Context: an optimization exercise on an open-source flow, tuned for small area, a short achievable clock period and few clock cycles per item. The choices shown serve that exercise and are no tape-out recipe. Only simulation tests tie the RTL to the original design; equivalence was not proved. Power and IR drop assume default switching activity.

### config.mk
export PLATFORM = sky130hd
export DESIGN_NAME = linear_probe_endpoint_table
export DESIGN_NICKNAME = linear_probe_endpoint_table
export VERILOG_FILES = /design/flow/design.v
export SDC_FILE = /design/flow/constraint.sdc
export NUM_CORES = 4
export LEC_CHECK = 0
export CAP_MARGIN = 20
export CORE_MARGIN = 2
export CORE_UTILIZATION = 40
export SLEW_MARGIN = 20
### constraint.sdc
create_clock -name core_clock -period 5.0 [get_ports {clock}]
set_input_delay 1.0000 -clock core_clock [delete_from_list [all_inputs] [get_ports {clock}]]
set_output_delay 1.0000 -clock core_clock [all_outputs]
set_load 0.01 [all_outputs]
### design.v
package lpet_pkg;
   localparam int TABLE_SLOTS   = 16;
   localparam int IDX_BITS      = $clog2(TABLE_SLOTS);
   localparam int CNT_BITS      = $clog2(TABLE_SLOTS + 1);
   localparam bit SLOTS_POW2    = (TABLE_SLOTS & (TABLE_SLOTS - 1)) == 0;
   localparam int CMD_BITS      = 1;
   localparam int KEY_BITS      = 31;
   localparam int HALF_BITS     = 16;
   localparam int SLOT_OUT_BITS = 4;
   localparam int BIT_CNT_BITS  = $clog2(KEY_BITS + 1);
   localparam logic [CMD_BITS-1:0] CMD_INSERT = 1'b0;
   localparam logic [CMD_BITS-1:0] CMD_SEARCH = 1'b1;
   typedef struct packed {
      logic [KEY_BITS-1:0]  key;
      logic [HALF_BITS-1:0] descriptor;
      logic [HALF_BITS-1:0] send_handle;
      logic [HALF_BITS-1:0] done_handle;
   } slot_entry_type;
   typedef struct packed {
      logic [SLOT_OUT_BITS-1:0] slot;
      logic                     found;
      logic                     table_full;
      logic [HALF_BITS-1:0]     descriptor_out;
      logic [HALF_BITS-1:0]     send_handle_out;
      logic [HALF_BITS-1:0]     done_handle_out;
   } rsp_payload_type;
   typedef enum logic [4:0] {
      ST_CLEAR  = 5'b00001,
      ST_IDLE   = 5'b00010,
      ST_MOD    = 5'b00100,
      ST_PROBE  = 5'b01000,
      ST_FINISH = 5'b10000
   } state_type;
endpackage
import lpet_pkg::*;
module lpet_slot_ram (
   input  logic                           clock,
   input  logic                           wr_en,
   input  logic [lpet_pkg::IDX_BITS-1:0]  wr_addr,
   input  lpet_pkg::slot_entry_type       wr_data,
   input  logic                           rd_en,
   input  logic [lpet_pkg::IDX_BITS-1:0]  rd_addr,
   output lpet_pkg::slot_entry_type       rd_data
);
   logic [KEY_BITS+3*HALF_BITS-1:0] mem_ff [0:TABLE_SLOTS-1];
   lpet_pkg::slot_entry_type rd_data_ff;
   always_ff @(posedge clock) begin
      if (wr_en) begin
         mem_ff[wr_addr] <= wr_data;
      end
      if (rd_en) begin
         rd_data_ff <= mem_ff[rd_addr];
      end
   end
   assign rd_data = rd_data_ff;
endmodule
import lpet_pkg::*;
module lpet_mod_unit (
   input  logic                          clock,
   input  logic                          reset,
   input  logic                          start,
   input  logic [lpet_pkg::KEY_BITS-1:0] key_in,
   output logic                          done,
   output logic [lpet_pkg::IDX_BITS-1:0] rem
);
   localparam int RECIP_BITS  = 32;
   localparam int RECIP_SHIFT = KEY_BITS + IDX_BITS;
   localparam logic [RECIP_BITS-1:0] RECIP =
      RECIP_BITS'((64'd1 << RECIP_SHIFT) / TABLE_SLOTS + 1);
   localparam logic [KEY_BITS-1:0] SLOTS_KEY = KEY_BITS'(TABLE_SLOTS);
   logic                           mul_ff, mul_in;
   logic                           sub_ff, sub_in;
   logic                           done_ff, done_in;
   logic [IDX_BITS-1:0]            rem_ff, rem_in;
   logic [KEY_BITS-1:0]            hold_ff, hold_in;
   logic [KEY_BITS-1:0]            quot_ff, quot_in;
   logic [KEY_BITS+RECIP_BITS-1:0] prod;
   logic [KEY_BITS-1:0]            back;
   logic [KEY_BITS-1:0]            resid;
   assign prod  = {RECIP_BITS'(0), hold_ff} * {KEY_BITS'(0), RECIP};
   assign back  = quot_ff * SLOTS_KEY;
   assign resid = hold_ff - back;
   always_comb begin
      mul_in  = 1'b0;
      sub_in  = mul_ff;
      done_in = 1'b0;
      rem_in  = rem_ff;
      hold_in = hold_ff;
      quot_in = quot_ff;
      if (start) begin
         if (SLOTS_POW2) begin
            rem_in  = key_in[IDX_BITS-1:0];
            done_in = 1'b1;
         end else begin
            hold_in = key_in;
            mul_in  = 1'b1;
         end
      end
      if (mul_ff) begin
         quot_in = KEY_BITS'(prod >> RECIP_SHIFT);
      end
      if (sub_ff) begin
         rem_in  = resid[IDX_BITS-1:0];
         done_in = 1'b1;
      end
   end
   always_ff @(posedge clock) begin
      if (reset) begin
         mul_ff  <= 1'b0;
         sub_ff  <= 1'b0;
         done_ff <= 1'b0;
      end else begin
         mul_ff  <= mul_in;
         sub_ff  <= sub_in;
         done_ff <= done_in;
      end
      rem_ff  <= rem_in;
      hold_ff <= hold_in;
      quot_ff <= quot_in;
   end
   assign done = done_ff;
   assign rem  = rem_ff;
endmodule
import lpet_pkg::*;
module linear_probe_endpoint_table (
   input  logic                           clock,
   input  logic                           reset,
   input  logic                           req_valid,
   output logic                           req_ready,
   input  logic [lpet_pkg::CMD_BITS-1:0]  req_command,
   input  logic [lpet_pkg::KEY_BITS-1:0]  req_key,
   input  logic [lpet_pkg::HALF_BITS-1:0] req_descriptor,
   input  logic [lpet_pkg::HALF_BITS-1:0] req_send_handle,
   input  logic [lpet_pkg::HALF_BITS-1:0] req_done_handle,
   output logic                           rsp_valid,
   input  logic                           rsp_ready,
   output logic [lpet_pkg::SLOT_OUT_BITS-1:0] rsp_slot,
   output logic                           rsp_found,
   output logic                           rsp_table_full,
   output logic [lpet_pkg::HALF_BITS-1:0] rsp_descriptor_out,
   output logic [lpet_pkg::HALF_BITS-1:0] rsp_send_handle_out,
   output logic [lpet_pkg::HALF_BITS-1:0] rsp_done_handle_out
);
   localparam logic [CNT_BITS-1:0] CNT_FULL = CNT_BITS'(TABLE_SLOTS);
   localparam logic [CNT_BITS-1:0] CNT_LAST = CNT_BITS'(TABLE_SLOTS - 1);
   localparam logic [IDX_BITS-1:0] IDX_LAST = IDX_BITS'(TABLE_SLOTS - 1);
   lpet_pkg::state_type             state_ff, state_in;
   logic [IDX_BITS-1:0]   clr_addr_ff, clr_addr_in;
   logic [CMD_BITS-1:0]   cmd_ff, cmd_in;
   logic [KEY_BITS-1:0]   key_ff, key_in;
   logic [HALF_BITS-1:0]  desc_ff, desc_in;
   logic [HALF_BITS-1:0]  send_hdl_ff, send_hdl_in;
   logic [HALF_BITS-1:0]  done_hdl_ff, done_hdl_in;
   logic [IDX_BITS-1:0]   addr_ff, addr_in;
   logic [CNT_BITS-1:0]   issue_cnt_ff, issue_cnt_in;
   logic [CNT_BITS-1:0]   cmp_cnt_ff, cmp_cnt_in;
   logic [IDX_BITS-1:0]   rd_tag_ff, rd_tag_in;
   logic                  rd_valid_ff, rd_valid_in;
   lpet_pkg::rsp_payload_type       res_ff, res_in;
   lpet_pkg::rsp_payload_type       rsp_ff, rsp_in;
   logic                  rsp_valid_ff, rsp_valid_in;
   logic                  mod_start;
   logic                  mod_done;
   logic [IDX_BITS-1:0]   mod_rem;
   logic                  mem_wr_en;
   logic [IDX_BITS-1:0]   mem_wr_addr;
   lpet_pkg::slot_entry_type        mem_wr_data;
   logic                  mem_rd_en;
   lpet_pkg::slot_entry_type        mem_rd_data;
   logic                  probe_match;
   logic                  probe_hit;
   logic                  probe_miss;
   logic                  rsp_load;
   lpet_mod_unit u_mod (
      .clock  (clock),
      .reset  (reset),
      .start  (mod_start),
      .key_in (key_in),
      .done   (mod_done),
      .rem    (mod_rem)
   );
   lpet_slot_ram u_ram (
      .clock   (clock),
      .wr_en   (mem_wr_en),
      .wr_addr (mem_wr_addr),
      .wr_data (mem_wr_data),
      .rd_en   (mem_rd_en),
      .rd_addr (addr_ff),
      .rd_data (mem_rd_data)
   );
   assign req_ready = (state_ff == ST_IDLE);
   assign mem_rd_en   = (state_ff == ST_PROBE) && (issue_cnt_ff != CNT_FULL);
   assign probe_match = (mem_rd_data.key == ((cmd_ff == CMD_INSERT) ? '0 : key_ff));
   assign probe_hit   = (state_ff == ST_PROBE) && rd_valid_ff && probe_match;
   assign probe_miss  = (state_ff == ST_PROBE) && rd_valid_ff && !probe_match &&
                        (cmp_cnt_ff == CNT_LAST);
   assign mem_wr_en   = (state_ff == ST_CLEAR) || (probe_hit && (cmd_ff == CMD_INSERT));
   assign mem_wr_addr = (state_ff == ST_CLEAR) ? clr_addr_ff : rd_tag_ff;
   always_comb begin
      mem_wr_data = '0;
      if (state_ff != ST_CLEAR) begin
         mem_wr_data.key         = key_ff;
         mem_wr_data.descriptor  = desc_ff;
         mem_wr_data.send_handle = send_hdl_ff;
         mem_wr_data.done_handle = done_hdl_ff;
      end
   end
   assign rd_valid_in = mem_rd_en;
   assign rd_tag_in   = mem_rd_en ? addr_ff : rd_tag_ff;
   always_comb begin
      state_in     = state_ff;
      clr_addr_in  = clr_addr_ff;
      cmd_in       = cmd_ff;
      key_in       = key_ff;
      desc_in      = desc_ff;
      send_hdl_in  = send_hdl_ff;
      done_hdl_in  = done_hdl_ff;
      addr_in      = addr_ff;
      issue_cnt_in = issue_cnt_ff;
      cmp_cnt_in   = cmp_cnt_ff;
      res_in       = res_ff;
      mod_start    = 1'b0;
      rsp_load     = 1'b0;
      case (state_ff)
         ST_CLEAR: begin
            clr_addr_in = clr_addr_ff + 1'b1;
            if (clr_addr_ff == IDX_LAST) begin
               state_in = ST_IDLE;
            end
         end
         ST_IDLE: begin
            cmd_in      = req_command;
            key_in      = req_key;
            desc_in     = req_descriptor;
            send_hdl_in = req_send_handle;
            done_hdl_in = req_done_handle;
            if (req_valid) begin
               if (req_key == '0) begin
                  res_in   = '0;
                  state_in = ST_FINISH;
               end else begin
                  mod_start = 1'b1;
                  state_in  = ST_MOD;
               end
            end
         end
         ST_MOD: begin
            if (mod_done) begin
               addr_in      = mod_rem;
               issue_cnt_in = '0;
               cmp_cnt_in   = '0;
               state_in     = ST_PROBE;
            end
         end
         ST_PROBE: begin
            if (mem_rd_en) begin
               addr_in      = (addr_ff == IDX_LAST) ? '0 : addr_ff + 1'b1;
               issue_cnt_in = issue_cnt_ff + 1'b1;
            end
            if (rd_valid_ff) begin
               cmp_cnt_in = cmp_cnt_ff + 1'b1;
            end
            if (probe_hit) begin
               res_in.slot       = SLOT_OUT_BITS'(rd_tag_ff);
               res_in.found      = 1'b1;
               res_in.table_full = 1'b0;
               if (cmd_ff == CMD_INSERT) begin
                  res_in.descriptor_out  = desc_ff;
                  res_in.send_handle_out = send_hdl_ff;
                  res_in.done_handle_out = done_hdl_ff;
               end else begin
                  res_in.descriptor_out  = mem_rd_data.descriptor;
                  res_in.send_handle_out = mem_rd_data.send_handle;
                  res_in.done_handle_out = mem_rd_data.done_handle;
               end
               state_in = ST_FINISH;
            end else if (probe_miss) begin
               res_in            = '0;
               res_in.table_full = (cmd_ff == CMD_INSERT);
               state_in          = ST_FINISH;
            end
         end
         ST_FINISH: begin
            if (!rsp_valid_ff || rsp_ready) begin
               rsp_load = 1'b1;
               state_in = ST_IDLE;
            end
         end
         default: begin
            state_in = ST_IDLE;
         end
      endcase
   end
   always_comb begin
      rsp_in       = rsp_ff;
      rsp_valid_in = rsp_valid_ff && !rsp_ready;
      if (rsp_load) begin
         rsp_in       = res_ff;
         rsp_valid_in = 1'b1;
      end
   end
   always_ff @(posedge clock) begin
      if (reset) begin
         state_ff     <= ST_CLEAR;
         clr_addr_ff  <= '0;
         rd_valid_ff  <= 1'b0;
         rsp_valid_ff <= 1'b0;
         issue_cnt_ff <= '0;
         cmp_cnt_ff   <= '0;
      end else begin
         state_ff     <= state_in;
         clr_addr_ff  <= clr_addr_in;
         rd_valid_ff  <= rd_valid_in;
         rsp_valid_ff <= rsp_valid_in;
         issue_cnt_ff <= issue_cnt_in;
         cmp_cnt_ff   <= cmp_cnt_in;
      end
      cmd_ff      <= cmd_in;
      key_ff      <= key_in;
      desc_ff     <= desc_in;
      send_hdl_ff <= send_hdl_in;
      done_hdl_ff <= done_hdl_in;
      addr_ff     <= addr_in;
      rd_tag_ff   <= rd_tag_in;
      res_ff      <= res_in;
      rsp_ff      <= rsp_in;
   end
   assign rsp_valid           = rsp_valid_ff;
   assign rsp_slot            = rsp_ff.slot;
   assign rsp_found           = rsp_ff.found;
   assign rsp_table_full      = rsp_ff.table_full;
   assign rsp_descriptor_out  = rsp_ff.descriptor_out;
   assign rsp_send_handle_out = rsp_ff.send_handle_out;
   assign rsp_done_handle_out = rsp_ff.done_handle_out;
endmodule
### run.sh
#!/bin/bash
# synth_recipe.tcl (not shown) runs the flow's synth.tcl, then flattens the netlist and writes it again
# the make line also repeats each setting of config.mk as NAME=value (left out here)
make -C /OpenROAD-flow-scripts/flow DESIGN_CONFIG=/design/flow/config.mk WORK_HOME=/design/flow/orfs CLKGATE_MAP_FILE= SYNTH_SCRIPT=/design/flow/synth_recipe.tcl finish
==> results.py <==
metrics = {
    "detailed_routing": {
        "vias": 26900,
        "routed_wl_um": 134000,
        "dr.first_iter.drc_count": 2631,
        "post_drt_via_cell_ratio": 5.58,
        "drc": 0,
        "wl_per_cell_um": 27.9,
        "first_pass_iters": 8,
        "ant_nets": 0,
    },
    "timing": {
        "relSlewSlack_pct": 19.0,
        "tightest_slew_ns": 1.21,
        "tns_ns": 0,
        "post-route-period-util_pct": 83.7,
        "hold_viol": 0,
        "rsz0062_at_grt": "no",
        "period_minus_slack_ns": 4.19,
        "skew_ns": 0.0349,
        "max_freq_mhz": 239,
        "slew_viol_final": 0,
        "setup_viol": 0,
    },
    "floorplan": {
        "start_util_pct": 40.4,
        "rows": 140,
        "core_area_um2": 146000,
        "pin_count": 140,
        "die_h_um": 388,
        "die_w_um": 388,
        "dieArea_um2": 151000,
    },
    "setup_path": {
        "arrival_ns": 4.57,
        "critPathCaptureType": "flop",
        "startpoint": "cmd_ff$_DFFE_PP_",
        "cp.required_ns": 5.38,
        "worst-path-stages": 8,
        "reg2reg_depth": 8,
        "worst-setup-path-type": "flop to flop",
        "crit_chain": "buf_4, nand4b_1, a2bb2oi_1, a22oi_1, and4_1, nand4_1, a21oi_4, buf_4",
        "crit_fanout": 45,
        "endpoint": "u_ram.mem_ff[11][10]$_DFFE_PP_",
        "cp_top_family": "buffers and inverters",
        "rr_endpoint": "u_ram.mem_ff[11][10]$_DFFE_PP_",
        "worst_path_most_repeated_cell": "buf_4",
        "r2r_start": "cmd_ff$_DFFE_PP_",
        "cp.buffers_inverters": 2,
        "cpMaxStageDelayCell": "edfxtp_1",
        "r2r_slack_ns": 0.81,
        "slowest_delay_ns": 0.89,
        "crit_path_start_kind": "flop",
    },
    "global_route": {
        "met3_usage_pct": 2.87,
        "busiest_layer": "met2",
        "gr-usage-met2_pct": 30.2,
        "grt_pass1_wl_um": 196000,
        "grt_max_degree": 102,
        "antenna_found_initial": 3,
        "met1_usage_pct": 23.9,
        "grt.overflow.total": 0,
        "grt_pass1_vias": 28600,
        "grt_usage_pct": 17.8,
    },
    "cts": {
        "post_cts_resized": 0,
        "hold_buffers": 0,
        "cts_tree": "yes",
        "htreeDepth": 4,
        "path_clk_slew_ns": 0.06,
        "clock_path_buffers": 3,
        "clock_latency_ns": 0.79,
        "root_buffer": "clkbuf_16",
        "cts-buffers-inserted": 158,
        "cts.sinks": 1565,
        "post_cts_buffers": 0,
    },
    "run_status": {
        "outcome": "complete, no violations",
    },
    "yosys": {
        "ys.flop_type": "edfxtp_1",
        "syn-mean-instance-area_um2": 23.4,
        "yosysWarnings": 3,
        "seq_area_frac_synth_pct": 79.1,
        "syn_nets": 2615,
        "synthCells": 2525,
        "synth.cell_area_um2": 59100,
        "async_flop_share_pct": 0,
        "ys_types": 51,
        "ys_ff_latch": 1565,
        "synth_edf_count": 1539,
    },
    "pwr": {
        "peakVddDrop_v": 0.000516,
        "p_int_w": 0.0237,
        "power_frac_seq_pct": 53.8,
        "combPwrFrac_pct": 8.8,
        "netSwitchingFraction_pct": 23.2,
        "power.leakage_nw": 21.5,
        "switchingPower_w": 0.00716,
        "cellPowerDensity_nw_per_um2": 452,
        "power.share.clock_pct": 37.4,
    },
    "worst_hold_path": {
        "min_path_type": "flop to flop",
    },
    "layout": {
        "final_common_cell": "edfxtp_1",
        "final_util_pct": 46.8,
        "nNetsFinal": 2854,
        "layout_common_cells": "1,539 x edfxtp_1, 395 x mux4_2, 162 x clkbuf_16",
        "drive_above_1_share_pct": 24.6,
        "layout.cells.non_filler": 4810,
        "area_growth_pct": 15.8,
    },
    "placement": {
        "dp_hpwl_um": 73200,
        "dpl.cell_count": 4521,
        "numPortBuffers": 139,
        "place.gp.congestion": 0.821,
    },
    "flow_run": {
        "drv_cap": 0,
    },
}
==> worst min path at each step <==
| stage | from | end | slack (ns) | depth (start not counted) |
|---|---|---|---|---|
| finish | res_ff[44]$_SDFFCE_PN0P_ | rsp_ff[44]$_DFFE_PP_ | 0.42 | 0 |
| global route | res_ff[44]$_SDFFCE_PN0P_ | rsp_ff[44]$_DFFE_PP_ | 0.42 | 0 |
| CTS | res_ff[37]$_SDFFCE_PN0P_ | rsp_ff[37]$_DFFE_PP_ | 0.42 | 0 |
| detailed placement | res_ff[18]$_SDFFCE_PN0P_ | rsp_ff[18]$_DFFE_PP_ | 0.40 | 0 |
| global placement | res_ff[15]$_SDFFCE_PN0P_ | rsp_ff[15]$_DFFE_PP_ | 0.40 | 0 |
| floorplan | res_ff[0]$_SDFFCE_PN0P_ | rsp_ff[0]$_DFFE_PP_ | 0.40 | 0 |
==> sequential cells by signal, indices dropped and copies added (netlist names), 4 cells and up <==
name              flops
send_hdl_ff          16
cmp_cnt_ff            5
u_ram.rd_data_ff     79
clr_addr_ff           4
rd_tag_ff             4
state_ff              5
key_ff               31
u_ram.mem_ff       1264
u_mod.rem_ff          4
desc_ff              16
res_ff               54
addr_ff               4
issue_cnt_ff          5
rsp_ff               54
done_hdl_ff          16
==> stage by stage <==
| stage | hold WS (ns) | worst slack (ns) | instance area [um2] | power, W |
|---|---|---|---|---|
| final | 0.416 | 0.813 | 68400 | 0.0309 |
| after global routing | 0.421 | 0.610 | 68400 | 0.0319 |
| after CTS | 0.417 | 0.839 | 68400 | 0.0312 |
| after detailed placement | 0.405 | 0.872 | 63300 | 0.0197 |
| after global placement | 0.401 | 1.01 | 63300 | 0.0195 |
| after floorplan | 0.400 | -0.978 | 59100 | 0.0184 |
==> worst reg2reg max path: stages, from the launching register on <==
cell	delay, ns
edfxtp_1	0.89
buf_4	0.37
nand4b_1	0.13
a2bb2oi_1	0.16
a22oi_1	0.25
and4_1	0.47
nand4_1	0.48
a21oi_4	0.30
buf_4	0.72
==> cell usage after synthesis, drive strengths merged (3+ instances only) <==
master,instances,share of area [%]
edfxtp,1539,78
mux4,395,15
nor2,88,0.56
and2,83,0.88
buf,62,0.54
clkbuf,58,0.37
mux2i,49,0.83
dfxtp,26,0.88
nand4,25,0.26
a21oi,22,0.19
o21ai,21,0.18
xnor2,20,0.30
nand2,17,0.11
nand4b,15,0.22
a2bb2oi,14,0.21
inv,12,0.076
nor4,8,0.085
xor2,7,0.10
a22oi,6,0.076
ha,6,0.13
mux2,5,0.095
nand3b,5,0.064
a31oi,4,0.042
and3,4,0.042
nor3,4,0.042
a211oi,3,0.038
nor2b,3,0.032
==> power groups by stage <==
| stage | Clock [W] | Sequential [W] | Combinational [W] |
|---|---|---|---|
| floorplan | 0 | 0.0169 | 0.00146 |
| global placement | 0 | 0.0168 | 0.00268 |
| detailed placement | 0 | 0.0169 | 0.00278 |
| CTS | 0.0118 | 0.0166 | 0.00278 |
| global route | 0.0123 | 0.0167 | 0.00292 |
| finish | 0.0116 | 0.0166 | 0.00272 |
==> routing by layer <==
layer	wire, um	share of wire [%]	vias up
met2	68400	51	883
met4	2900	2.2	0
met3	7200	5.4	194
li1	-	-	11200
met5	0	0	-
met1	55500	41	14600
==> layout make-up <==
class | instances | area, um2
fillers | 11900 | 77700
clock buffers | 192 | 4200
repair buffers | 199 | 2150
flip-flops and latches | 1565 | 46700
clock inverters | 96 | 898
diodes | 1 | 2.50
inverters | 12 | 50.0
well taps | 1917 | 2400
multi-input cells | 828 | 11900
==> cells by family after synthesis <==
logic type	after synthesis	share of synthesized area, %
DFF	1565	79.1
muxes	449	16.0
and+or+nand+nor	267	2.50
buffers and inverters	132	0.985
AOI/OAI and AO/OA	79	0.854
xor gates and xnor gates	27	0.400
adders and majority gates	6	0.127
Testbench counts, summed over its fixed seeds: cycles 86,843, items 6,144.

==> port drivers added, routing unchanged <==
How much do the figures lean on ideal ports? The routed layout below was timed once more, with nothing changed but the port constraints. Step 1: set_driving_cell puts a clkbuf_16 on clock and a buf_2 on each other input, an assumption about the parent block. Step 2 also shifts input and output timing later by t, the mid clock arrival at the registers, as if the neighbouring blocks saw the same clock. Slacks: ideal ports / drivers / drivers and shift; pairs: ideal ports / drivers.
t, ns: 0.847
setup WS [ns]: 0.813 / 0.813 / 0.813
pins driven straight from the clock port: 1
After both steps this run still meets setup and hold. For this run, drivers alone change the setup slack by 0.000 ns; drivers and shift together by 0.000 ns.
